From an optimization exercise on the open Yosys and OpenROAD flow, aimed at small area, a short achievable clock period and few clock cycles per item; shortcuts taken in it are not production practice.
Function was checked by simulation only, so behaviour that the tests miss may differ from the original.
Power is estimated from default activity; no workload was simulated.

alpha:
// pwm_frame_parser
module pwm_frame_parser (
   input  logic             clock,
   input  logic             reset,
   input  logic             req_valid,
   output logic             req_ready,
   input  logic [8:0]       req_data,
   output logic             rsp_valid,
   input  logic             rsp_ready,
   output logic [35:0]      rsp_data
);
make LEC_CHECK=0 ABC_CLOCK_PERIOD_IN_PS=2500 CAP_MARGIN=20 CORE_MARGIN=2 CORE_UTILIZATION=40 SETUP_SLACK_MARGIN=4.2 SLEW_MARGIN=20 finish   # period 7.0 ns
run.sh (not shown) runs the stock make flow with config.mk's settings and CLKGATE_MAP_FILE= SYNTH_SCRIPT=/design/flow/synth_recipe.tcl, a recipe that flattens the netlist after the stock synthesis.
Testbench counts of alpha, summed over its fixed seeds: cycles 23,733, items 8,120.
## Diff of input files: beta against alpha
- CTS_BUF_LIST now sky130_fd_sc_hd__clkbuf_4 sky130_fd_sc_hd__clkbuf_8, previously not set
- CORE_UTILIZATION now 70, was 40
- CTS_CLUSTER_SIZE now 30, previously not set
Results
Per the final summary, beta finished and its layout is clean on timing, DRC and antenna.
Between beta and alpha, the post-route clock period utilization does not differ in any meaningful way.
Between beta and alpha, the combinational share of power is higher for beta.
Summary of beta over alpha: sequential cell area share grew by 1.3 points; global-route usage grew by 12 points.

pwm_frame_parser again, from the RTL that the note above started with.
==> flow/config.mk <==
export PLATFORM = sky130hd
export DESIGN_NAME = pwm_frame_parser
export DESIGN_NICKNAME = pwm_frame_parser
export VERILOG_FILES = /design/flow/design.v
export SDC_FILE = /design/flow/constraint.sdc
export NUM_CORES = 4
export LEC_CHECK = 0
export ABC_AREA = 1
export ABC_CLOCK_PERIOD_IN_PS = 2500
export CAP_MARGIN = 20
export CORE_MARGIN = 2
export CORE_UTILIZATION = 60
export CTS_BUF_LIST = sky130_fd_sc_hd__clkbuf_4 sky130_fd_sc_hd__clkbuf_8
export CTS_CLUSTER_SIZE = 30
export SETUP_SLACK_MARGIN = 4.2
export SLEW_MARGIN = 20
==> flow/constraint.sdc <==
create_clock -name core_clock -period 7.0 [get_ports {clock}]
set_input_delay 1.4000 -clock core_clock [delete_from_list [all_inputs] [get_ports {clock}]]
set_output_delay 1.4000 -clock core_clock [all_outputs]
set_load 0.01 [all_outputs]
Testbench counts at the start, summed over its fixed seeds: cycles 23,733, items 8,120.
Next try:
Settings changed: ABC_AREA 1 to unset, ABC_CLOCK_PERIOD_IN_PS 2500 to 2400, SETUP_SLACK_MARGIN 4.2 to 4.3.
Effect:
- hold slack degrades by 0.0066 ns
- critical path depth is higher by 3
- non-clock buffer count rose by 32
- register-to-register slack improves by 0.27 ns
- design area came out lower by a few percent
Next try:
Settings changed: ABC_CLOCK_PERIOD_IN_PS 2400 to 2500, CTS_BUF_LIST sky130_fd_sc_hd__clkbuf_4 sky130_fd_sc_hd__clkbuf_8 to sky130_fd_sc_hd__clkbuf_8 sky130_fd_sc_hd__clkbuf_16, CTS_CLUSTER_DIAMETER set to 60, CTS_CLUSTER_SIZE 30 to 40, SETUP_SLACK_MARGIN 4.3 to 4.2.
=> The new run finished with timing, DRC and antenna clean; first-iteration DRC count hardly moves; worst hold slack improved by 0.013 ns; utilization shrinks by 1.1 points; total power shrinks by a few percent; die area stays the same; routed wire length shrinks slightly.
Next try:
Settings changed: CTS_BUF_LIST sky130_fd_sc_hd__clkbuf_8 sky130_fd_sc_hd__clkbuf_16 to sky130_fd_sc_hd__clkbuf_4 sky130_fd_sc_hd__clkbuf_8, CTS_CLUSTER_DIAMETER 60 to unset, CTS_CLUSTER_SIZE 40 to 30, SETUP_SLACK_MARGIN 4.2 to 4.5.
After rerunning:
- The new run passed the timing, design-rule and antenna checks
- count of clock-buffer cells in the layout went up by 47
- hold slack gets worse by 0.0079 ns
- wire length went up by 7.1%
- maximum frequency went up by 1.6%
- total power went up by 8.4%
- combinational power went up by 13%
- non-clock buffer count went up by 47

Starting RTL as in the previous note.
make LEC_CHECK=0 ABC_CLOCK_PERIOD_IN_PS=2500 CAP_MARGIN=20 CORE_MARGIN=2 CORE_UTILIZATION=60 CTS_BUF_LIST='sky130_fd_sc_hd__clkbuf_4 sky130_fd_sc_hd__clkbuf_8' CTS_CLUSTER_SIZE=30 SETUP_SLACK_MARGIN=4.2 SLEW_MARGIN=20 finish   # period 7.0 ns
Testbench counts at the start, summed over its fixed seeds: cycles 23,733, items 8,120.
Next try:
- SETUP_SLACK_MARGIN: 4.2 -> 3.9
Outcome:
- area after synthesis does not change
- global-route usage went down by 0.84 points
- sequential share of layout area climbs by 0.91 points
- design area drops by 1.9%
- setup slack loses 0.13 ns
- hold slack improves by 0.0085 ns
- die area stays the same
- core utilization goes down by 1.3 points

separate check: timing with driven ports:
How much do the figures lean on ideal ports? The routed layouts below were timed once more, with nothing changed but the port constraints. Step 1, drivers: a clkbuf_16 drives clock and a buf_2 each remaining input, both assumed. Step 2 times the ports against the registers' clock, not the clock port: input delays grow and output delays shrink by t, the midpoint of the rising clock arrivals with the driver on. a / b / c = no drivers / after step 1 / after step 2; a / b = the first two.
run	t, ns	setup WS [ns]	worst slew at a driven data input, ns	pins driven straight from the clock port
alpha	0.563	4.095 / 4.095 / 3.782	0.04	1
beta	0.587	4.087 / 4.087 / 3.638	0.04	1
the first run of note 2	0.601	3.896 / 3.896 / 3.469	0.04	1
the second run of note 2	0.598	4.167 / 4.167 / 3.823	0.04	1
the third run of note 2	0.573	4.149 / 4.149 / 3.843	0.03	1
the fourth run of note 2	0.605	4.194 / 4.194 / 3.987	0.03	1
the first run of note 3	0.607	4.147 / 4.147 / 3.807	0.03	1
the second run of note 3	0.594	4.018 / 4.018 / 3.658	0.04	1
After both steps setup and hold are still met in every run listed. The setup slack of beta, which loses most, moves by 0.000 ns with the drivers and by -0.449 ns with both steps.
